This is an optimization exercise on Yosys and OpenROAD, whose aim is small area and a short achievable clock period, not a production implementation.
Function was not checked in any run shown here: the RTL went through the layout flow alone.

==> flow/design.v (outline; a module is shown in full before it is edited, if it fits) <==
// module pem_frame_seq: 73 lines
// module lockin_and2: 3 lines
// module lockin_addr_gate: 3 lines
// module lockin_mixer: 28 lines
// module lockin_mac: 549 lines
// module lockin_resolve: 154 lines
// module lockin_fa: 4 lines
// module lockin_fa_fast: 4 lines
// module lockin_xor: 3 lines
// module lockin_ha: 4 lines
// module lockin_chan: 53 lines
// module frame_accum: 41 lines
// module lockin_top: 57 lines
module lockin_top (
  input  wire                          alg_clk,
  input  wire                          alg_rst_n,
  input  wire                          search_end,
  input  wire                          pem_posedge,
  input  wire [16-1:0]   ref_dat,
  input  wire                          ref_dat_valid,
  input  wire [16-1:0]     wave_sine,
  input  wire [16-1:0]     wave_cosine,
  output wire                          wave_req,
  output wire [9-1:0]     wave_addr,
  output wire                          buf_refresh,
  output wire [40-1:0]      i_sum,
  output wire [40-1:0]      q_sum,
  output wire                          sum_valid
);
  // ...
==> flow/flow/run.sh <==
#!/bin/bash
# The standard layout, with the port buffers made from the smallest buffer
# cell instead of the default choice.  Everything else is the standard flow's own flow.
set -e
cp standard.sh standard_copy.log
export BUFFER_PORTS_ARGS="-buffer_cell sky130_fd_sc_hd__buf_1"
bash standard.sh > standard.log 2>&1
==> flow/standard.sh <==
#!/bin/bash
# synth_recipe.tcl (not shown) runs the flow's synth.tcl, then flattens the netlist and writes it again
# the make line also repeats each setting of config.mk as NAME=value (left out here)
make -C /OpenROAD-flow-scripts/flow DESIGN_CONFIG=/design/flow/config.mk WORK_HOME=/design/flow/orfs CLKGATE_MAP_FILE= SYNTH_SCRIPT=/design/flow/synth_recipe.tcl "${@:-finish}"
==> flow/config.mk <==
export PLATFORM = sky130hd
export DESIGN_NAME = lockin_top
export DESIGN_NICKNAME = lockin_top
export VERILOG_FILES = /design/flow/design.v
export SDC_FILE = /design/flow/constraint.sdc
export NUM_CORES = 4
export LEC_CHECK = 0
export ABC_CLOCK_PERIOD_IN_PS = 3500
export CAP_MARGIN = 20
export CORE_MARGIN = 2
export CORE_UTILIZATION = 65
export CTS_CLUSTER_DIAMETER = 150
export CTS_CLUSTER_SIZE = 20
export SETUP_SLACK_MARGIN = 3.66
export SLEW_MARGIN = 20
export SYNTH_HIERARCHICAL = 1
==> flow/constraint.sdc <==
create_clock -name core_clock -period 7.0 [get_ports {alg_clk}]
set_input_delay 1.4000 -clock core_clock [delete_from_list [all_inputs] [get_ports {alg_clk}]]
set_output_delay 1.4000 -clock core_clock [all_outputs]
set_load 0.01 [all_outputs]
==> Implementation_results.wiki, run 1 <==
{| class="wikitable"
! Metric !! Value
|-
| Seq cells || 327
|-
| Non-CTS inverters || 64
|-
| Cell family with the largest share of critical-path delay || adder cells
|-
| Syn avg cell area || 11.3 um2
|-
| DP Cell Count || 2,616
|-
| Cell area after technology mapping || 24,600 um2
|-
| Library cells used by synthesis || 51
|-
| Area of the multi-input gates || 16,500 um2
|-
| Clk cell area share || 0.0212
|-
| Post-CTS clock slew at the launch and capture registers of the worst setup and hold paths || 0.08 ns
|-
| Chip height || 199 um
|-
| Wirelength per Cell || 19.4 um
|-
| Area-dominant class || multi-input combinational cells
|-
| Buffer count excluding the clock tree in the final layout || 235
|-
| Setup slack on the worst flop-to-flop path || 3.69 ns
|-
| Async set-or-reset flop fraction in the synthesized netlist || 0.0520
|-
| Critical Path RT || 7.42 ns
|-
| Sequential Area || 6890 um2
|-
| Yosys reg bits || 327
|-
| Number of standard cells in the layout, taps in and fillers out || 2,718
|-
| Post-Route Skew || 0.0259 ns
|-
| Met3 wire len || 3700 um
|-
| Critical Path Slowest Stage Cell || fa_1
|-
| RD Place Congestion || 0.830
|-
| Critical Path Fanout Max || 16
|-
| Number of buffers added to fix hold violations after cts || 0
|-
| Status || no timing/DRC/antenna violations
|}
==> run 2: changes to the inputs <==
--- a/flow/design.v
+++ b/flow/design.v
@@ -287,311 +287,401 @@
   lockin_fa u_fs8 (.a(fc4), .b(fs6), .c(fs7), .s(fs8), .co(fc8));
   wire hs6, hc6;
   lockin_ha u_hs6 (.a(fc5), .b(hc5), .s(hs6), .co(hc6));
   wire fs9, fc9;
   lockin_fa u_fs9 (.a(st_in[7]), .b(pp0_7), .c(pp1_5), .s(fs9), .co(fc9));
   wire fs10, fc10;
   lockin_fa u_fs10 (.a(pp2_3), .b(pp3_1), .c(fc6), .s(fs10), .co(fc10));
   wire fs11, fc11;
-  lockin_fa u_fs11 (.a(fc7), .b(fs9), .c(fs10), .s(fs11), .co(fc11));
+  wire fp12;
+  lockin_xor u_fp12 (.a(fc7), .b(fs9), .y(fp12));
+  lockin_fa_fast u_fs11 (.p(fp12), .a(fc7), .c(fs10), .s(fs11), .co(fc11));
   wire hs7, hc7;
-  lockin_ha u_hs7 (.a(fc8), .b(hc6), .s(hs7), .co(hc7));
+  lockin_ha u_hs7 (.a(fc8), .b(fs11), .s(hs7), .co(hc7));
   wire fs12, fc12;
   lockin_fa u_fs12 (.a(neg[4]), .b(st_in[8]), .c(st_in[9]), .s(fs12), .co(fc12));
   wire fs13, fc13;
   lockin_fa u_fs13 (.a(st_in[10]), .b(pp0_8), .c(pp1_6), .s(fs13), .co(fc13));
   wire fs14, fc14;
   lockin_fa u_fs14 (.a(pp2_4), .b(pp3_2), .c(pp4_0), .s(fs14), .co(fc14));
   wire fs15, fc15;
   lockin_fa u_fs15 (.a(fs12), .b(fc9), .c(fs13), .s(fs15), .co(fc15));
   wire fs16, fc16;
-  lockin_fa u_fs16 (.a(fs14), .b(fc10), .c(fs15), .s(fs16), .co(fc16));
+  wire fp17;
+  lockin_xor u_fp17 (.a(fs14), .b(fc10), .y(fp17));
+  lockin_fa_fast u_fs16 (.p(fp17), .a(fs14), .c(fs15), .s(fs16), .co(fc16));
   wire hs8, hc8;
-  lockin_ha u_hs8 (.a(fc11), .b(hc7), .s(hs8), .co(hc8));
+  lockin_ha u_hs8 (.a(fc11), .b(fs16), .s(hs8), .co(hc8));
   wire fs17, fc17;
   lockin_fa u_fs17 (.a(st_in[11]), .b(st_in[12]), .c(pp0_9), .s(fs17), .co(fc17));
   wire fs18, fc18;
   lockin_fa u_fs18 (.a(pp1_7), .b(pp2_5), .c(pp3_3), .s(fs18), .co(fc18));
   wire fs19, fc19;
   lockin_fa u_fs19 (.a(pp4_1), .b(fc12), .c(fc13), .s(fs19), .co(fc19));
   wire fs20, fc20;
   lockin_fa u_fs20 (.a(fc14), .b(fs17), .c(fs18), .s(fs20), .co(fc20));
   wire fs21, fc21;
-  lockin_fa u_fs21 (.a(fs19), .b(fc15), .c(fs20), .s(fs21), .co(fc21));
+  wire fp22;
+  lockin_xor u_fp22 (.a(fs19), .b(fc15), .y(fp22));
+  lockin_fa_fast u_fs21 (.p(fp22), .a(fs19), .c(fs20), .s(fs21), .co(fc21));
   wire hs9, hc9;
-  lockin_ha u_hs9 (.a(fc16), .b(fs21), .s(hs9), .co(hc9));
+  lockin_ha u_hs9 (.a(fs21), .b(fc16), .s(hs9), .co(hc9));
   wire fs22, fc22;
   lockin_fa u_fs22 (.a(neg[5]), .b(st_in[13]), .c(st_in[14]), .s(fs22), .co(fc22));
   wire fs23, fc23;
   lockin_fa u_fs23 (.a(pp0_10), .b(pp1_8), .c(pp2_6), .s(fs23), .co(fc23));
   wire fs24, fc24;
   lockin_fa u_fs24 (.a(pp3_4), .b(pp4_2), .c(pp5_0), .s(fs24), .co(fc24));
   wire fs25, fc25;
   lockin_fa u_fs25 (.a(fs22), .b(fc17), .c(fc18), .s(fs25), .co(fc25));
   wire fs26, fc26;
-  lockin_fa u_fs26 (.a(fs23), .b(fs24), .c(fc19), .s(fs26), .co(fc26));
+  wire fp27;
+  lockin_xor u_fp27 (.a(fs23), .b(fs24), .y(fp27));
+  lockin_fa_fast u_fs26 (.p(fp27), .a(fs23), .c(fc19), .s(fs26), .co(fc26));
   wire fs27, fc27;
-  lockin_fa u_fs27 (.a(fs25), .b(fc20), .c(fs26), .s(fs27), .co(fc27));
+  wire fp28;
+  lockin_xor u_fp28 (.a(fs25), .b(fc20), .y(fp28));
+  lockin_fa_fast u_fs27 (.p(fp28), .a(fs25), .c(fs26), .s(fs27), .co(fc27));
   wire hs10, hc10;
-  lockin_ha u_hs10 (.a(fc21), .b(hc9), .s(hs10), .co(hc10));
+  lockin_ha u_hs10 (.a(fs27), .b(fc21), .s(hs10), .co(hc10));
   wire fs28, fc28;
   lockin_fa u_fs28 (.a(st_in[15]), .b(st_in[16]), .c(pp0_11), .s(fs28), .co(fc28));
   wire fs29, fc29;
   lockin_fa u_fs29 (.a(pp1_9), .b(pp2_7), .c(pp3_5), .s(fs29), .co(fc29));
   wire fs30, fc30;
   lockin_fa u_fs30 (.a(pp4_3), .b(pp5_1), .c(fc22), .s(fs30), .co(fc30));
   wire fs31, fc31;
   lockin_fa u_fs31 (.a(fc23), .b(fc24), .c(fs28), .s(fs31), .co(fc31));
   wire fs32, fc32;
-  lockin_fa u_fs32 (.a(fs29), .b(fs30), .c(fc25), .s(fs32), .co(fc32));
+  wire fp33;
+  lockin_xor u_fp33 (.a(fs29), .b(fs30), .y(fp33));
+  lockin_fa_fast u_fs32 (.p(fp33), .a(fs29), .c(fc25), .s(fs32), .co(fc32));
   wire fs33, fc33;
-  lockin_fa u_fs33 (.a(fs31), .b(fc26), .c(fs32), .s(fs33), .co(fc33));
+  wire fp34;
+  lockin_xor u_fp34 (.a(fs32), .b(fs31), .y(fp34));
+  lockin_fa_fast u_fs33 (.p(fp34), .a(fs32), .c(fc26), .s(fs33), .co(fc33));
   wire hs11, hc11;
-  lockin_ha u_hs11 (.a(fc27), .b(fs33), .s(hs11), .co(hc11));
+  lockin_ha u_hs11 (.a(fs33), .b(fc27), .s(hs11), .co(hc11));
   wire fs34, fc34;
   lockin_fa u_fs34 (.a(neg[6]), .b(st_in[17]), .c(st_in[18]), .s(fs34), .co(fc34));
   wire fs35, fc35;
   lockin_fa u_fs35 (.a(pp0_12), .b(pp1_10), .c(pp2_8), .s(fs35), .co(fc35));
   wire fs36, fc36;
   lockin_fa u_fs36 (.a(pp3_6), .b(pp4_4), .c(pp5_2), .s(fs36), .co(fc36));
   wire fs37, fc37;
   lockin_fa u_fs37 (.a(pp6_0), .b(fs34), .c(fc28), .s(fs37), .co(fc37));
   wire fs38, fc38;
   lockin_fa u_fs38 (.a(fc29), .b(fc30), .c(fs35), .s(fs38), .co(fc38));
   wire fs39, fc39;
-  lockin_fa u_fs39 (.a(fs36), .b(fs37), .c(fc31), .s(fs39), .co(fc39));
+  wire fp40;
+  lockin_xor u_fp40 (.a(fs36), .b(fs37), .y(fp40));
+  lockin_fa_fast u_fs39 (.p(fp40), .a(fs36), .c(fc31), .s(fs39), .co(fc39));
   wire fs40, fc40;
-  lockin_fa u_fs40 (.a(fs38), .b(fc32), .c(fs39), .s(fs40), .co(fc40));
+  wire fp41;
+  lockin_xor u_fp41 (.a(fs38), .b(fc32), .y(fp41));
+  lockin_fa_fast u_fs40 (.p(fp41), .a(fs38), .c(fs39), .s(fs40), .co(fc40));
   wire hs12, hc12;
-  lockin_ha u_hs12 (.a(fc33), .b(fs40), .s(hs12), .co(hc12));
+  lockin_ha u_hs12 (.a(fs40), .b(fc33), .s(hs12), .co(hc12));
   wire fs41, fc41;
   lockin_fa u_fs41 (.a(st_in[19]), .b(st_in[20]), .c(pp0_13), .s(fs41), .co(fc41));
   wire fs42, fc42;
   lockin_fa u_fs42 (.a(pp1_11), .b(pp2_9), .c(pp3_7), .s(fs42), .co(fc42));
   wire fs43, fc43;
   lockin_fa u_fs43 (.a(pp4_5), .b(pp5_3), .c(pp6_1), .s(fs43), .co(fc43));
   wire fs44, fc44;
   lockin_fa u_fs44 (.a(fc34), .b(fc35), .c(fc36), .s(fs44), .co(fc44));
   wire fs45, fc45;
   lockin_fa u_fs45 (.a(fs41), .b(fs42), .c(fs43), .s(fs45), .co(fc45));
   wire fs46, fc46;
-  lockin_fa u_fs46 (.a(fc37), .b(fs44), .c(fc38), .s(fs46), .co(fc46));
+  wire fp47;
+  lockin_xor u_fp47 (.a(fc37), .b(fs44), .y(fp47));
+  lockin_fa_fast u_fs46 (.p(fp47), .a(fc37), .c(fc38), .s(fs46), .co(fc46));
   wire fs47, fc47;
-  lockin_fa u_fs47 (.a(fs45), .b(fc39), .c(fs46), .s(fs47), .co(fc47));
+  wire fp48;
+  lockin_xor u_fp48 (.a(fs45), .b(fs46), .y(fp48));
+  lockin_fa_fast u_fs47 (.p(fp48), .a(fs45), .c(fc39), .s(fs47), .co(fc47));
   wire hs13, hc13;
   lockin_ha u_hs13 (.a(fc40), .b(fs47), .s(hs13), .co(hc13));
   wire fs48, fc48;
   lockin_fa u_fs48 (.a(neg[7]), .b(st_in[21]), .c(st_in[22]), .s(fs48), .co(fc48));
   wire fs49, fc49;
   lockin_fa u_fs49 (.a(pp0_14), .b(pp1_12), .c(pp2_10), .s(fs49), .co(fc49));
   wire fs50, fc50;
   lockin_fa u_fs50 (.a(pp3_8), .b(pp4_6), .c(pp5_4), .s(fs50), .co(fc50));
   wire fs51, fc51;
   lockin_fa u_fs51 (.a(pp6_2), .b(pp7_0), .c(fs48), .s(fs51), .co(fc51));
   wire fs52, fc52;
   lockin_fa u_fs52 (.a(fc41), .b(fc42), .c(fc43), .s(fs52), .co(fc52));
   wire fs53, fc53;
-  lockin_fa u_fs53 (.a(fs49), .b(fs50), .c(fs51), .s(fs53), .co(fc53));
+  wire fp54;
+  lockin_xor u_fp54 (.a(fs49), .b(fs50), .y(fp54));
+  lockin_fa_fast u_fs53 (.p(fp54), .a(fs49), .c(fs51), .s(fs53), .co(fc53));
   wire fs54, fc54;
-  lockin_fa u_fs54 (.a(fc44), .b(fs52), .c(fc45), .s(fs54), .co(fc54));
+  wire fp55;
+  lockin_xor u_fp55 (.a(fc44), .b(fs53), .y(fp55));
+  lockin_fa_fast u_fs54 (.p(fp55), .a(fc44), .c(fs52), .s(fs54), .co(fc54));
   wire fs55, fc55;
-  lockin_fa u_fs55 (.a(fs53), .b(fc46), .c(fs54), .s(fs55), .co(fc55));
+  wire fp56;
+  lockin_xor u_fp56 (.a(fc45), .b(fs54), .y(fp56));
+  lockin_fa_fast u_fs55 (.p(fp56), .a(fc45), .c(fc46), .s(fs55), .co(fc55));
   wire hs14, hc14;
-  lockin_ha u_hs14 (.a(fc47), .b(fs55), .s(hs14), .co(hc14));
+  lockin_ha u_hs14 (.a(fs55), .b(fc47), .s(hs14), .co(hc14));
   wire fs56, fc56;
   lockin_fa u_fs56 (.a(st_in[23]), .b(st_in[24]), .c(pp0_15), .s(fs56), .co(fc56));
   wire fs57, fc57;
   lockin_fa u_fs57 (.a(pp1_13), .b(pp2_11), .c(pp3_9), .s(fs57), .co(fc57));
   wire fs58, fc58;
   lockin_fa u_fs58 (.a(pp4_7), .b(pp5_5), .c(pp6_3), .s(fs58), .co(fc58));
   wire fs59, fc59;
   lockin_fa u_fs59 (.a(pp7_1), .b(fc48), .c(fc49), .s(fs59), .co(fc59));
   wire fs60, fc60;
   lockin_fa u_fs60 (.a(fc50), .b(fs56), .c(fs57), .s(fs60), .co(fc60));
   wire fs61, fc61;
-  lockin_fa u_fs61 (.a(fs58), .b(fc51), .c(fc52), .s(fs61), .co(fc61));
+  wire fp62;
+  lockin_xor u_fp62 (.a(fs58), .b(fc51), .y(fp62));
+  lockin_fa_fast u_fs61 (.p(fp62), .a(fs58), .c(fc52), .s(fs61), .co(fc61));
   wire fs62, fc62;
-  lockin_fa u_fs62 (.a(fs59), .b(fs60), .c(fc53), .s(fs62), .co(fc62));
+  wire fp63;
+  lockin_xor u_fp63 (.a(fs59), .b(fc53), .y(fp63));
+  lockin_fa_fast u_fs62 (.p(fp63), .a(fs59), .c(fs61), .s(fs62), .co(fc62));
   wire fs63, fc63;
-  lockin_fa u_fs63 (.a(fc54), .b(fs61), .c(fs62), .s(fs63), .co(fc63));
+  wire fp64;
+  lockin_xor u_fp64 (.a(fs60), .b(fc54), .y(fp64));
+  lockin_fa_fast u_fs63 (.p(fp64), .a(fs60), .c(fs62), .s(fs63), .co(fc63));
   wire hs15, hc15;
   lockin_ha u_hs15 (.a(fc55), .b(fs63), .s(hs15), .co(hc15));
   wire fs64, fc64;
   lockin_fa u_fs64 (.a(1'b1), .b(st_in[25]), .c(st_in[26]), .s(fs64), .co(fc64));
   wire fs65, fc65;
   lockin_fa u_fs65 (.a(~pp0_16), .b(pp1_14), .c(pp2_12), .s(fs65), .co(fc65));
   wire fs66, fc66;
   lockin_fa u_fs66 (.a(pp3_10), .b(pp4_8), .c(pp5_6), .s(fs66), .co(fc66));
   wire fs67, fc67;
   lockin_fa u_fs67 (.a(pp6_4), .b(pp7_2), .c(fs64), .s(fs67), .co(fc67));
   wire fs68, fc68;
   lockin_fa u_fs68 (.a(fc56), .b(fc57), .c(fc58), .s(fs68), .co(fc68));
   wire fs69, fc69;
-  lockin_fa u_fs69 (.a(fs65), .b(fs66), .c(fs67), .s(fs69), .co(fc69));
+  wire fp70;
+  lockin_xor u_fp70 (.a(fs65), .b(fs66), .y(fp70));
+  lockin_fa_fast u_fs69 (.p(fp70), .a(fs65), .c(fs67), .s(fs69), .co(fc69));
   wire fs70, fc70;
-  lockin_fa u_fs70 (.a(fc59), .b(fs68), .c(fc60), .s(fs70), .co(fc70));
+  wire fp71;
+  lockin_xor u_fp71 (.a(fc59), .b(fs69), .y(fp71));
+  lockin_fa_fast u_fs70 (.p(fp71), .a(fc59), .c(fs68), .s(fs70), .co(fc70));
   wire fs71, fc71;
-  lockin_fa u_fs71 (.a(fs69), .b(fc61), .c(fs70), .s(fs71), .co(fc71));
+  wire fp72;
+  lockin_xor u_fp72 (.a(fc60), .b(fc61), .y(fp72));
+  lockin_fa_fast u_fs71 (.p(fp72), .a(fc60), .c(fs70), .s(fs71), .co(fc71));
   wire fs72, fc72;
-  lockin_fa u_fs72 (.a(fc62), .b(fs71), .c(fc63), .s(fs72), .co(fc72));
+  wire fp73;
+  lockin_xor u_fp73 (.a(fs71), .b(fc62), .y(fp73));
+  lockin_fa_fast u_fs72 (.p(fp73), .a(fs71), .c(fc63), .s(fs72), .co(fc72));
   wire fs73, fc73;
   lockin_fa u_fs73 (.a(1'b1), .b(st_in[27]), .c(st_in[28]), .s(fs73), .co(fc73));
   wire fs74, fc74;
   lockin_fa u_fs74 (.a(pp1_15), .b(pp2_13), .c(pp3_11), .s(fs74), .co(fc74));
   wire fs75, fc75;
   lockin_fa u_fs75 (.a(pp4_9), .b(pp5_7), .c(pp6_5), .s(fs75), .co(fc75));
   wire fs76, fc76;
   lockin_fa u_fs76 (.a(pp7_3), .b(fc64), .c(fs73), .s(fs76), .co(fc76));
   wire fs77, fc77;
   lockin_fa u_fs77 (.a(fc65), .b(fc66), .c(fs74), .s(fs77), .co(fc77));
   wire fs78, fc78;
-  lockin_fa u_fs78 (.a(fs75), .b(fc67), .c(fs76), .s(fs78), .co(fc78));
+  wire fp79;
+  lockin_xor u_fp79 (.a(fs75), .b(fc67), .y(fp79));
+  lockin_fa_fast u_fs78 (.p(fp79), .a(fs75), .c(fs76), .s(fs78), .co(fc78));
   wire fs79, fc79;
-  lockin_fa u_fs79 (.a(fc68), .b(fs77), .c(fc69), .s(fs79), .co(fc79));
+  wire fp80;
+  lockin_xor u_fp80 (.a(fc68), .b(fs78), .y(fp80));
+  lockin_fa_fast u_fs79 (.p(fp80), .a(fc68), .c(fc69), .s(fs79), .co(fc79));
   wire fs80, fc80;
-  lockin_fa u_fs80 (.a(fs78), .b(fc70), .c(fs79), .s(fs80), .co(fc80));
+  wire fp81;
+  lockin_xor u_fp81 (.a(fs77), .b(fs79), .y(fp81));
+  lockin_fa_fast u_fs80 (.p(fp81), .a(fs77), .c(fc70), .s(fs80), .co(fc80));
   wire hs16, hc16;
   lockin_ha u_hs16 (.a(fc71), .b(fs80), .s(hs16), .co(hc16));
   wire fs81, fc81;
   lockin_fa u_fs81 (.a(st_in[29]), .b(st_in[30]), .c(~pp1_16), .s(fs81), .co(fc81));
   wire fs82, fc82;
   lockin_fa u_fs82 (.a(pp2_14), .b(pp3_12), .c(pp4_10), .s(fs82), .co(fc82));
   wire fs83, fc83;
   lockin_fa u_fs83 (.a(pp5_8), .b(pp6_6), .c(pp7_4), .s(fs83), .co(fc83));
   wire fs84, fc84;
   lockin_fa u_fs84 (.a(fc73), .b(fc74), .c(fc75), .s(fs84), .co(fc84));
   wire fs85, fc85;
   lockin_fa u_fs85 (.a(fs81), .b(fs82), .c(fs83), .s(fs85), .co(fc85));
   wire fs86, fc86;
-  lockin_fa u_fs86 (.a(fc76), .b(fs84), .c(fc77), .s(fs86), .co(fc86));
+  wire fp87;
+  lockin_xor u_fp87 (.a(fc76), .b(fs84), .y(fp87));
+  lockin_fa_fast u_fs86 (.p(fp87), .a(fc76), .c(fc77), .s(fs86), .co(fc86));
   wire fs87, fc87;
-  lockin_fa u_fs87 (.a(fs85), .b(fc78), .c(fs86), .s(fs87), .co(fc87));
+  wire fp88;
+  lockin_xor u_fp88 (.a(fs85), .b(fc78), .y(fp88));
+  lockin_fa_fast u_fs87 (.p(fp88), .a(fs85), .c(fs86), .s(fs87), .co(fc87));
   wire fs88, fc88;
-  lockin_fa u_fs88 (.a(fc79), .b(fs87), .c(fc80), .s(fs88), .co(fc88));
+  wire fp89;
+  lockin_xor u_fp89 (.a(fc79), .b(fs87), .y(fp89));
+  lockin_fa_fast u_fs88 (.p(fp89), .a(fc79), .c(fc80), .s(fs88), .co(fc88));
   wire fs89, fc89;
   lockin_fa u_fs89 (.a(1'b1), .b(st_in[31]), .c(st_in[32]), .s(fs89), .co(fc89));
   wire fs90, fc90;
   lockin_fa u_fs90 (.a(pp2_15), .b(pp3_13), .c(pp4_11), .s(fs90), .co(fc90));
   wire fs91, fc91;
   lockin_fa u_fs91 (.a(pp5_9), .b(pp6_7), .c(pp7_5), .s(fs91), .co(fc91));
   wire fs92, fc92;
   lockin_fa u_fs92 (.a(fs89), .b(fc81), .c(fc82), .s(fs92), .co(fc92));
   wire fs93, fc93;
   lockin_fa u_fs93 (.a(fc83), .b(fs90), .c(fs91), .s(fs93), .co(fc93));
   wire fs94, fc94;
-  lockin_fa u_fs94 (.a(fc84), .b(fs92), .c(fc85), .s(fs94), .co(fc94));
+  wire fp95;
+  lockin_xor u_fp95 (.a(fc84), .b(fs92), .y(fp95));
+  lockin_fa_fast u_fs94 (.p(fp95), .a(fc84), .c(fc85), .s(fs94), .co(fc94));
   wire fs95, fc95;
-  lockin_fa u_fs95 (.a(fs93), .b(fc86), .c(fs94), .s(fs95), .co(fc95));
+  wire fp96;
+  lockin_xor u_fp96 (.a(fs93), .b(fs94), .y(fp96));
+  lockin_fa_fast u_fs95 (.p(fp96), .a(fs93), .c(fc86), .s(fs95), .co(fc95));
   wire hs17, hc17;
   lockin_ha u_hs17 (.a(fc87), .b(fs95), .s(hs17), .co(hc17));
   wire fs96, fc96;
   lockin_fa u_fs96 (.a(st_in[33]), .b(st_in[34]), .c(~pp2_16), .s(fs96), .co(fc96));
   wire fs97, fc97;
   lockin_fa u_fs97 (.a(pp3_14), .b(pp4_12), .c(pp5_10), .s(fs97), .co(fc97));
   wire fs98, fc98;
   lockin_fa u_fs98 (.a(pp6_8), .b(pp7_6), .c(fc89), .s(fs98), .co(fc98));
   wire fs99, fc99;
   lockin_fa u_fs99 (.a(fc90), .b(fc91), .c(fs96), .s(fs99), .co(fc99));
   wire fs100, fc100;
-  lockin_fa u_fs100 (.a(fs97), .b(fs98), .c(fc92), .s(fs100), .co(fc100));
+  wire fp101;
+  lockin_xor u_fp101 (.a(fs97), .b(fs98), .y(fp101));
+  lockin_fa_fast u_fs100 (.p(fp101), .a(fs97), .c(fc92), .s(fs100), .co(fc100));
   wire fs101, fc101;
-  lockin_fa u_fs101 (.a(fc93), .b(fs99), .c(fc94), .s(fs101), .co(fc101));
+  wire fp102;
+  lockin_xor u_fp102 (.a(fc93), .b(fs100), .y(fp102));
+  lockin_fa_fast u_fs101 (.p(fp102), .a(fc93), .c(fs99), .s(fs101), .co(fc101));
   wire fs102, fc102;
-  lockin_fa u_fs102 (.a(fs100), .b(fc95), .c(fs101), .s(fs102), .co(fc102));
+  wire fp103;
+  lockin_xor u_fp103 (.a(fs101), .b(fc94), .y(fp103));
+  lockin_fa_fast u_fs102 (.p(fp103), .a(fs101), .c(fc95), .s(fs102), .co(fc102));
   wire fs103, fc103;
   lockin_fa u_fs103 (.a(1'b1), .b(st_in[35]), .c(st_in[36]), .s(fs103), .co(fc103));
   wire fs104, fc104;
   lockin_fa u_fs104 (.a(pp3_15), .b(pp4_13), .c(pp5_11), .s(fs104), .co(fc104));
   wire fs105, fc105;
   lockin_fa u_fs105 (.a(pp6_9), .b(pp7_7), .c(fs103), .s(fs105), .co(fc105));
   wire fs106, fc106;
   lockin_fa u_fs106 (.a(fc96), .b(fc97), .c(fc98), .s(fs106), .co(fc106));
   wire fs107, fc107;
-  lockin_fa u_fs107 (.a(fs104), .b(fs105), .c(fc99), .s(fs107), .co(fc107));
+  wire fp108;
+  lockin_xor u_fp108 (.a(fs104), .b(fs105), .y(fp108));
+  lockin_fa_fast u_fs107 (.p(fp108), .a(fs104), .c(fc99), .s(fs107), .co(fc107));
   wire fs108, fc108;
-  lockin_fa u_fs108 (.a(fs106), .b(fc100), .c(fs107), .s(fs108), .co(fc108));
+  wire fp109;
+  lockin_xor u_fp109 (.a(fs106), .b(fc100), .y(fp109));
+  lockin_fa_fast u_fs108 (.p(fp109), .a(fs106), .c(fs107), .s(fs108), .co(fc108));
   wire hs18, hc18;
-  lockin_ha u_hs18 (.a(fc101), .b(fs108), .s(hs18), .co(hc18));
+  lockin_ha u_hs18 (.a(fs108), .b(fc101), .s(hs18), .co(hc18));
   wire fs109, fc109;
   lockin_fa u_fs109 (.a(st_in[37]), .b(st_in[38]), .c(~pp3_16), .s(fs109), .co(fc109));
   wire fs110, fc110;
   lockin_fa u_fs110 (.a(pp4_14), .b(pp5_12), .c(pp6_10), .s(fs110), .co(fc110));
   wire fs111, fc111;
   lockin_fa u_fs111 (.a(pp7_8), .b(fc103), .c(fc104), .s(fs111), .co(fc111));
   wire fs112, fc112;
   lockin_fa u_fs112 (.a(fs109), .b(fs110), .c(fc105), .s(fs112), .co(fc112));
   wire fs113, fc113;
-  lockin_fa u_fs113 (.a(fc106), .b(fs111), .c(fs112), .s(fs113), .co(fc113));
+  wire fp114;
+  lockin_xor u_fp114 (.a(fc106), .b(fs111), .y(fp114));
+  lockin_fa_fast u_fs113 (.p(fp114), .a(fc106), .c(fs112), .s(fs113), .co(fc113));
   wire fs114, fc114;
-  lockin_fa u_fs114 (.a(fc107), .b(fs113), .c(fc108), .s(fs114), .co(fc114));
+  wire fp115;
+  lockin_xor u_fp115 (.a(fc107), .b(fs113), .y(fp115));
+  lockin_fa_fast u_fs114 (.p(fp115), .a(fc107), .c(fc108), .s(fs114), .co(fc114));
   wire fs115, fc115;
   lockin_fa u_fs115 (.a(1'b1), .b(st_in[39]), .c(st_in[40]), .s(fs115), .co(fc115));
   wire fs116, fc116;
   lockin_fa u_fs116 (.a(pp4_15), .b(pp5_13), .c(pp6_11), .s(fs116), .co(fc116));
   wire fs117, fc117;
   lockin_fa u_fs117 (.a(pp7_9), .b(fs115), .c(fc109), .s(fs117), .co(fc117));
   wire fs118, fc118;
-  lockin_fa u_fs118 (.a(fc110), .b(fs116), .c(fc111), .s(fs118), .co(fc118));
+  wire fp119;
+  lockin_xor u_fp119 (.a(fc110), .b(fs116), .y(fp119));
+  lockin_fa_fast u_fs118 (.p(fp119), .a(fc110), .c(fc111), .s(fs118), .co(fc118));
   wire fs119, fc119;
-  lockin_fa u_fs119 (.a(fs117), .b(fc112), .c(fs118), .s(fs119), .co(fc119));
+  wire fp120;
+  lockin_xor u_fp120 (.a(fs117), .b(fc112), .y(fp120));
+  lockin_fa_fast u_fs119 (.p(fp120), .a(fs117), .c(fs118), .s(fs119), .co(fc119));
   wire hs19, hc19;
-  lockin_ha u_hs19 (.a(fc113), .b(fs119), .s(hs19), .co(hc19));
+  lockin_ha u_hs19 (.a(fs119), .b(fc113), .s(hs19), .co(hc19));
   wire fs120, fc120;
   lockin_fa u_fs120 (.a(st_in[41]), .b(st_in[42]), .c(~pp4_16), .s(fs120), .co(fc120));
   wire fs121, fc121;
   lockin_fa u_fs121 (.a(pp5_14), .b(pp6_12), .c(pp7_10), .s(fs121), .co(fc121));
   wire fs122, fc122;
   lockin_fa u_fs122 (.a(fc115), .b(fc116), .c(fs120), .s(fs122), .co(fc122));
   wire fs123, fc123;
-  lockin_fa u_fs123 (.a(fs121), .b(fc117), .c(fs122), .s(fs123), .co(fc123));
+  wire fp124;
+  lockin_xor u_fp124 (.a(fs121), .b(fc117), .y(fp124));
+  lockin_fa_fast u_fs123 (.p(fp124), .a(fs121), .c(fs122), .s(fs123), .co(fc123));
   wire fs124, fc124;
-  lockin_fa u_fs124 (.a(fc118), .b(fs123), .c(fc119), .s(fs124), .co(fc124));
+  wire fp125;
+  lockin_xor u_fp125 (.a(fc118), .b(fs123), .y(fp125));
+  lockin_fa_fast u_fs124 (.p(fp125), .a(fc118), .c(fc119), .s(fs124), .co(fc124));
   wire fs125, fc125;
   lockin_fa u_fs125 (.a(1'b1), .b(st_in[43]), .c(st_in[44]), .s(fs125), .co(fc125));
   wire fs126, fc126;
   lockin_fa u_fs126 (.a(pp5_15), .b(pp6_13), .c(pp7_11), .s(fs126), .co(fc126));
   wire fs127, fc127;
   lockin_fa u_fs127 (.a(fs125), .b(fc120), .c(fc121), .s(fs127), .co(fc127));
   wire fs128, fc128;
-  lockin_fa u_fs128 (.a(fs126), .b(fs127), .c(fc122), .s(fs128), .co(fc128));
+  wire fp129;
+  lockin_xor u_fp129 (.a(fs126), .b(fs127), .y(fp129));
+  lockin_fa_fast u_fs128 (.p(fp129), .a(fs126), .c(fc122), .s(fs128), .co(fc128));
   wire hs20, hc20;
-  lockin_ha u_hs20 (.a(fc123), .b(fs128), .s(hs20), .co(hc20));
+  lockin_ha u_hs20 (.a(fs128), .b(fc123), .s(hs20), .co(hc20));
   wire fs129, fc129;
   lockin_fa u_fs129 (.a(st_in[45]), .b(st_in[46]), .c(~pp5_16), .s(fs129), .co(fc129));
   wire fs130, fc130;
   lockin_fa u_fs130 (.a(pp6_14), .b(pp7_12), .c(fc125), .s(fs130), .co(fc130));
   wire fs131, fc131;
   lockin_fa u_fs131 (.a(fc126), .b(fs129), .c(fs130), .s(fs131), .co(fc131));
   wire fs132, fc132;
-  lockin_fa u_fs132 (.a(fc127), .b(fs131), .c(fc128), .s(fs132), .co(fc132));
+  wire fp133;
+  lockin_xor u_fp133 (.a(fc127), .b(fs131), .y(fp133));
+  lockin_fa_fast u_fs132 (.p(fp133), .a(fc127), .c(fc128), .s(fs132), .co(fc132));
   wire fs133, fc133;
   lockin_fa u_fs133 (.a(1'b1), .b(st_in[47]), .c(st_in[48]), .s(fs133), .co(fc133));
   wire fs134, fc134;
   lockin_fa u_fs134 (.a(pp6_15), .b(pp7_13), .c(fs133), .s(fs134), .co(fc134));
   wire fs135, fc135;
-  lockin_fa u_fs135 (.a(fc129), .b(fc130), .c(fs134), .s(fs135), .co(fc135));
+  wire fp136;
+  lockin_xor u_fp136 (.a(fc129), .b(fc130), .y(fp136));
+  lockin_fa_fast u_fs135 (.p(fp136), .a(fc129), .c(fs134), .s(fs135), .co(fc135));
   wire hs21, hc21;
-  lockin_ha u_hs21 (.a(fc131), .b(fs135), .s(hs21), .co(hc21));
+  lockin_ha u_hs21 (.a(fs135), .b(fc131), .s(hs21), .co(hc21));
   wire fs136, fc136;
   lockin_fa u_fs136 (.a(st_in[49]), .b(st_in[50]), .c(~pp6_16), .s(fs136), .co(fc136));
   wire fs137, fc137;
   lockin_fa u_fs137 (.a(pp7_14), .b(fc133), .c(fs136), .s(fs137), .co(fc137));
   wire fs138, fc138;
-  lockin_fa u_fs138 (.a(fc134), .b(fs137), .c(fc135), .s(fs138), .co(fc138));
+  wire fp139;
+  lockin_xor u_fp139 (.a(fc134), .b(fc135), .y(fp139));
+  lockin_fa_fast u_fs138 (.p(fp139), .a(fc134), .c(fs137), .s(fs138), .co(fc138));
   wire fs139, fc139;
   lockin_fa u_fs139 (.a(1'b1), .b(st_in[51]), .c(st_in[52]), .s(fs139), .co(fc139));
   wire fs140, fc140;
   lockin_fa u_fs140 (.a(pp7_15), .b(fs139), .c(fc136), .s(fs140), .co(fc140));
   wire hs22, hc22;
   lockin_ha u_hs22 (.a(fs140), .b(fc137), .s(hs22), .co(hc22));
   wire fs141, fc141;
   lockin_fa u_fs141 (.a(st_in[53]), .b(st_in[54]), .c(~pp7_16), .s(fs141), .co(fc141));
   wire fs142, fc142;
-  lockin_fa u_fs142 (.a(fc139), .b(fs141), .c(fc140), .s(fs142), .co(fc142));
+  wire fp143;
+  lockin_xor u_fp143 (.a(fc139), .b(fs141), .y(fp143));
+  lockin_fa_fast u_fs142 (.p(fp143), .a(fc139), .c(fc140), .s(fs142), .co(fc142));
   wire fs143, fc143;
   lockin_fa u_fs143 (.a(1'b1), .b(st_in[55]), .c(st_in[56]), .s(fs143), .co(fc143));
   wire hs23, hc23;
   lockin_ha u_hs23 (.a(fs143), .b(fc141), .s(hs23), .co(hc23));
   wire fs144, fc144;
   lockin_fa u_fs144 (.a(1'b1), .b(st_in[57]), .c(fc143), .s(fs144), .co(fc144));
   wire hs24, hc24;
   lockin_ha u_hs24 (.a(1'b1), .b(st_in[58]), .s(hs24), .co(hc24));
@@ -602,17 +692,17 @@
   wire hs27, hc27;
   lockin_ha u_hs27 (.a(1'b1), .b(st_in[61]), .s(hs27), .co(hc27));
   wire hs28, hc28;
   lockin_ha u_hs28 (.a(1'b1), .b(st_in[62]), .s(hs28), .co(hc28));
   wire hs29, hc29;
   lockin_ha u_hs29 (.a(1'b1), .b(st_in[63]), .s(hs29), .co(hc29));
   wire hs30, hc30;
   lockin_ha u_hs30 (.a(1'b1), .b(st_in[64]), .s(hs30), .co(hc30));
-  wire [39:0] ra = {hc29, hc28, hc27, hc26, hc25, hc24, fc144, hc23, fc142, hc22, fc138, hc21, fc132, hc20, fc124, hc19, fc114, hc18, fc102, hc17, fc88, hc16, fc72, hc15, hc14, hc13, hc12, hc11, hc10, fs27, hc8, fs16, fs11, fs8, fs5, fs3, fs1, fs0, pp0_1, pp0_0};
+  wire [39:0] ra = {hc29, hc28, hc27, hc26, hc25, hc24, fc144, hc23, fc142, hc22, fc138, hc21, fc132, hc20, fc124, hc19, fc114, hc18, fc102, hc17, fc88, hc16, fc72, hc15, hc14, hc13, hc12, hc11, hc10, hc9, hc8, hc7, hc6, fs8, fs5, fs3, fs1, fs0, pp0_1, pp0_0};
   wire [39:0] rb = {hs30, hs29, hs28, hs27, hs26, hs25, hs24, fs144, hs23, fs142, hs22, fs138, hs21, fs132, hs20, fs124, hs19, fs114, hs18, fs102, hs17, fs88, hs16, fs72, hs15, hs14, hs13, hs12, hs11, hs10, hs9, hs8, hs7, hs6, hs5, hs4, hs3, hs2, hs1, hs0};
   assign st_out[8:0] = {1'b0, ra[7:0]} + {1'b0, rb[7:0]};
   assign st_out[9] = ra[8];
   assign st_out[10] = rb[8];
   assign st_out[11] = ra[9];
   assign st_out[12] = rb[9];
   assign st_out[13] = ra[10];
   assign st_out[14] = rb[10];
==> flow/config.mk (replaced) <==
export PLATFORM = sky130hd
export DESIGN_NAME = lockin_top
export DESIGN_NICKNAME = lockin_top
export VERILOG_FILES = /design/flow/design.v
export SDC_FILE = /design/flow/constraint.sdc
export NUM_CORES = 4
export LEC_CHECK = 0
export ABC_CLOCK_PERIOD_IN_PS = 3500
export CAP_MARGIN = 20
export CORE_MARGIN = 2
export CORE_UTILIZATION = 65
export SETUP_SLACK_MARGIN = 3.6
export SLEW_MARGIN = 20
export SYNTH_HIERARCHICAL = 1
==> run 2 against run 1 <==
  * Via count up 8.1%
  * Largest cell class unchanged
  * Critical path depth up 4
  * Utilization up 1.1 points
==> Implementation_results.wiki, run 2 <==
{| class="wikitable"
! Metric !! Value
|-
| Number of synthesized flops with an enable pin || 0
|-
| Met3 wire len || 3280 um (-11%)
|-
| Die Wd || 203 um
|-
| Registers with the most flip-flops || u_accum.u_chan_i.st x65, u_accum.u_chan_q.st x65
|-
| Highest routed metal layer || met4
|-
| Post-CTS clock slew at the launch and capture registers of the worst setup and hold paths || 0.06 ns (-0.02 ns)
|-
| Total negative setup slack || 0 ns
|-
| Max-cap violations || 0
|-
| Number of buffers inserted during clock tree synthesis || 37
|-
| First-iteration detailed-routing DRC count || 1,151
|-
| Syn avg cell area || 10.9 um2 (-3.4%)
|-
| Pin count of the biggest net entering global routing || 36
|-
| Yosys reg bits || 327 (unchanged)
|-
| CP endpoint kind || register
|-
| Prevailing post-synth register cell || dfxtp_1
|-
| Die footprint || 41,200 um2
|-
| Number of antenna violations at the first check in global routing || 0
|-
| RD Place Congestion || 0.854 (+2.9%)
|-
| Setup repair after global routing missed its margin || true
|-
| HPWL reported at the end of detailed placement || 40,500 um
|-
| Cell area after technology mapping || 25,800 um2 (+4.6%)
|-
| Vias per inst || 5.73
|-
| Most frequent cell after synthesis || dfxtp_1
|-
| Global routing usage summed across all routing layers || 0.277
|-
| Final clock period utilization by the worst path || 0.503
|-
| Critical path launch point || u_accum.u_chan_i.mul_clear
|-
| WP data arrival || 3.96 ns
|-
| Number of pins exceeding their max-slew limit in the final report || 0
|-
| Signed area change from the synthesized netlist to the final layout || 7.16%
|-
| Fraction of layout instances using a drive strength above 1 || 0.171
|-
| Net count, final || 2,813
|-
| Routed wire length on met2 || 26,300 um
|-
| Shortest period the worst path allows || 3.52 ns
|-
| Port buffer count || 144
|-
| Total global routing overflow || 0
|-
| Number of buffers added to fix hold violations after cts || 0 (unchanged)
|-
| Minimum setup slack after placement || 2.66 ns
|-
| Final number of hold-violating endpoints || 0
|-
| Post-DRT Antenna Nets || 0
|-
| Launching element type of the critical path || register
|-
| Most common cell after layout, fill and taps aside || xnor2_1
|-
| Share of the yosys chip area belonging to registers || 0.257
|-
| Floorplan core area || 38,900 um2
|-
| Drt first pass iters || 6
|-
| Post-Route Skew || 0.0209 ns (-0.00499 ns)
|-
| Library cell used as clock root buffer || clkbuf_16
|-
| DR DRC count || 0
|-
| Worst-case clock buffer depth || 3
|-
| Async set-or-reset flop fraction in the synthesized netlist || 0.0520 (unchanged)
|-
| Max-Slew Margin vs Limit || 0.373
|-
| Deepest level of the CTS H-tree || 2
|-
| Library cells used by synthesis || 52 (+2.0%)
|-
| Commonest cells after routing, fill and taps aside || xnor2_1, dfxtp_1, a22oi_1, fa_1, xor2_1
|-
| Critical hold path startpoint || u_mixer.mix_end
|-
| Type of the worst setup path || register to register
|-
| Wirelength per Cell || 19.3 um (-0.61%)
|-
| Chip height || 203 um (+2.2%)
|-
| Yosys warning total || 10
|-
| WL met1 || 25,100 um
|-
| Number of vias in the routed layout || 16,707
|-
| Critical Path RT || 7.44 ns (+0.02 ns)
|-
| Effective utilization at floorplan || 0.662
|-
| Status || no timing/DRC/antenna violations
|-
| Clock latency at the later pin of the worst-skew pair || 0.56 ns
|-
| Std-Cell Rows || 72
|-
| Setup ws final || 3.48 ns
|-
| Class of the worst hold path || register to register
|-
| Setup violation total in the final timing report || 0
|-
| Cell count after synthesis || 2,366
|-
| Worst r2r src || u_accum.u_chan_i.mul_clear
|-
| Critical Path Fanout Max || 11 (-5)
|-
| Commonest cells post-synth || dfxtp_1, xnor2_1, a22oi_1
|-
| TritonCTS clock tree || done
|-
| Sink count of the clock tree || 327
|-
| Area share of the leading cell type in the synthesized netlist || 0.241
|-
| Cell taking the most area after synthesis || dfxtp_1
|-
| Measured slew at the worst slew-check pin || 0.940 ns
|-
| First-pass GRT wire length || 91,000 um
|-
| Peak Freq || 284 MHz
|-
| Routed Wire Length || 56,300 um
|-
| Largest cells by area after synthesis || dfxtp_1, fa_1, xnor2_1, ha_1, xor2_1
|-
| # IOs || 145
|-
| Number of global-route vias before repair || 17,338
|}
==> run 2: layout make-up <==
cell class,instances,area (um2)
Antenna cell,1,2.50
Clock buffer,50,1030
Clock inverter,18,206
Fill cell,2913,11300
Inverter,64,240
Multi-Input combinational cell,1736,17500
Sequential cell,327,6870
Tap cell,518,648
Timing Repair Buffer,204,1070
==> run 2: path summary, 6_finish.rpt <==
check | end | slack [ns] | cells past startpoint
worst max-delay path | u_accum.u_chan_i.st[27] | 3.48 | 11
worst min-delay path | u_accum.mul_end | 0.36 | 0
worst max register to register | u_accum.u_chan_i.st[27] | 3.48 | 11
worst min register to register | u_accum.mul_end | 0.36 | 0
max in group asynchronous | u_seq.addr_r[2] | 5.46 | 1
min in group asynchronous | u_accum.mul_end | 0.96 | 1
==> run 2: cells by family after synthesis <==
kind of cell / Yosys count / share of synthesized area
xor gates and xnor gates: 508 / 0.173
and+or+nand+nor: 321 / 0.0784
buffers and inverters: 335 / 0.0734
muxes: 92 / 0.0532
other: 2 / 0.000292
AOI/OAI and AO/OA: 391 / 0.108
DFF: 327 / 0.257
adders and majority gates: 390 / 0.256
==> run 2: what timing repair did <==
action	CTS	global route
gates cloned	0	1
endpoints found under the setup margin	88	32
pin swaps	6	35
resized for setup	107	57
buffers inserted	10	34
==> run 2: metal layers <==
layer  GRT usage  up-vias
li1            -     7733
met1       0.378     8277
met2       0.452      570
met3      0.0453      127
met4      0.0892        0
met5           0        -
==> run 2: Yosys stat by module, one instance, submodules excluded, excerpt <==
| module | cell area, um2 | cells | flops+latches | copies in the design |
|---|---|---|---|---|
| frame_accum | 50.0 | 2 | 2 | 1 |
| lockin_addr_gate | 11.3 | 1 | 0 | 9 |
| lockin_and2 | 6.26 | 1 | 0 | 2 |
| lockin_chan | 3750 | 254 | 146 | 2 |
| lockin_fa | 20.0 | 1 | 0 | 200 |
| lockin_fa_fast | 23.8 | 2 | 0 | 90 |
| lockin_mixer | 518 | 37 | 19 | 1 |
| lockin_resolve | 1180 | 142 | 0 | 2 |
| lockin_xor | 8.76 | 1 | 0 | 90 |
| pem_frame_seq | 672 | 64 | 14 | 1 |
==> run 2: worst max-delay path, stage by stage (launching register included) <==
cell,delay [ns]
dfxtp_4,0.37
buf_12,0.15
buf_4,0.14
nor2b_4,0.11
fa_1,0.44
fa_1,0.55
xor2_1,0.25
xor2_1,0.29
mux2_4,0.36
xor2_4,0.16
mux2_4,0.33
mux2_4,0.25
==> run 2: through the flow <==
stage	hold WS (ns)	area (um2)	std cells	util
floorplan	0.325	26000	2398	-
global placement	0.341	25600	2804	0.657
detailed placement	0.342	25600	2804	0.657
CTS	0.357	27100	2882	0.696
global route	0.367	27600	2917	0.709
finish	0.357	27600	2918	0.709

-- what the ideal ports hide --
The flow's constraints put no driver on any port. The routed layouts listed below were extracted and timed again, unchanged, in two steps.
Step 1 (the two cells are an assumption about what drives the block):
set clk [get_ports {alg_clk}]
set_driving_cell -lib_cell sky130_fd_sc_hd__clkbuf_16 $clk
set_driving_cell -lib_cell sky130_fd_sc_hd__buf_2 [delete_from_list [all_inputs] $clk]
Step 2 also shifts input and output timing later by t, the mid clock arrival at the registers, as if the neighbouring blocks saw the same clock.
Slacks: ideal / step 1 / step 2; pairs: ideal / step 1.
| run | t (ns) | setup WS [ns] | hold WS [ns] | latest minus earliest clock arrival (ns) | worst slew at a driven data input, ns |
|---|---|---|---|---|---|
| run 1 | 0.601 | 3.686 / 3.685 / 3.685 | 0.349 / 0.349 / 0.349 | 0.027 / 0.027 | 0.10 |
| run 2 | 0.611 | 3.477 / 3.477 / 3.477 | 0.357 / 0.357 / 0.357 | 0.024 / 0.023 | 0.05 |
After both steps setup and hold are still met in every run listed. For run 1, which loses most, drivers alone change the setup slack by -0.001 ns; drivers and shift together by -0.001 ns.
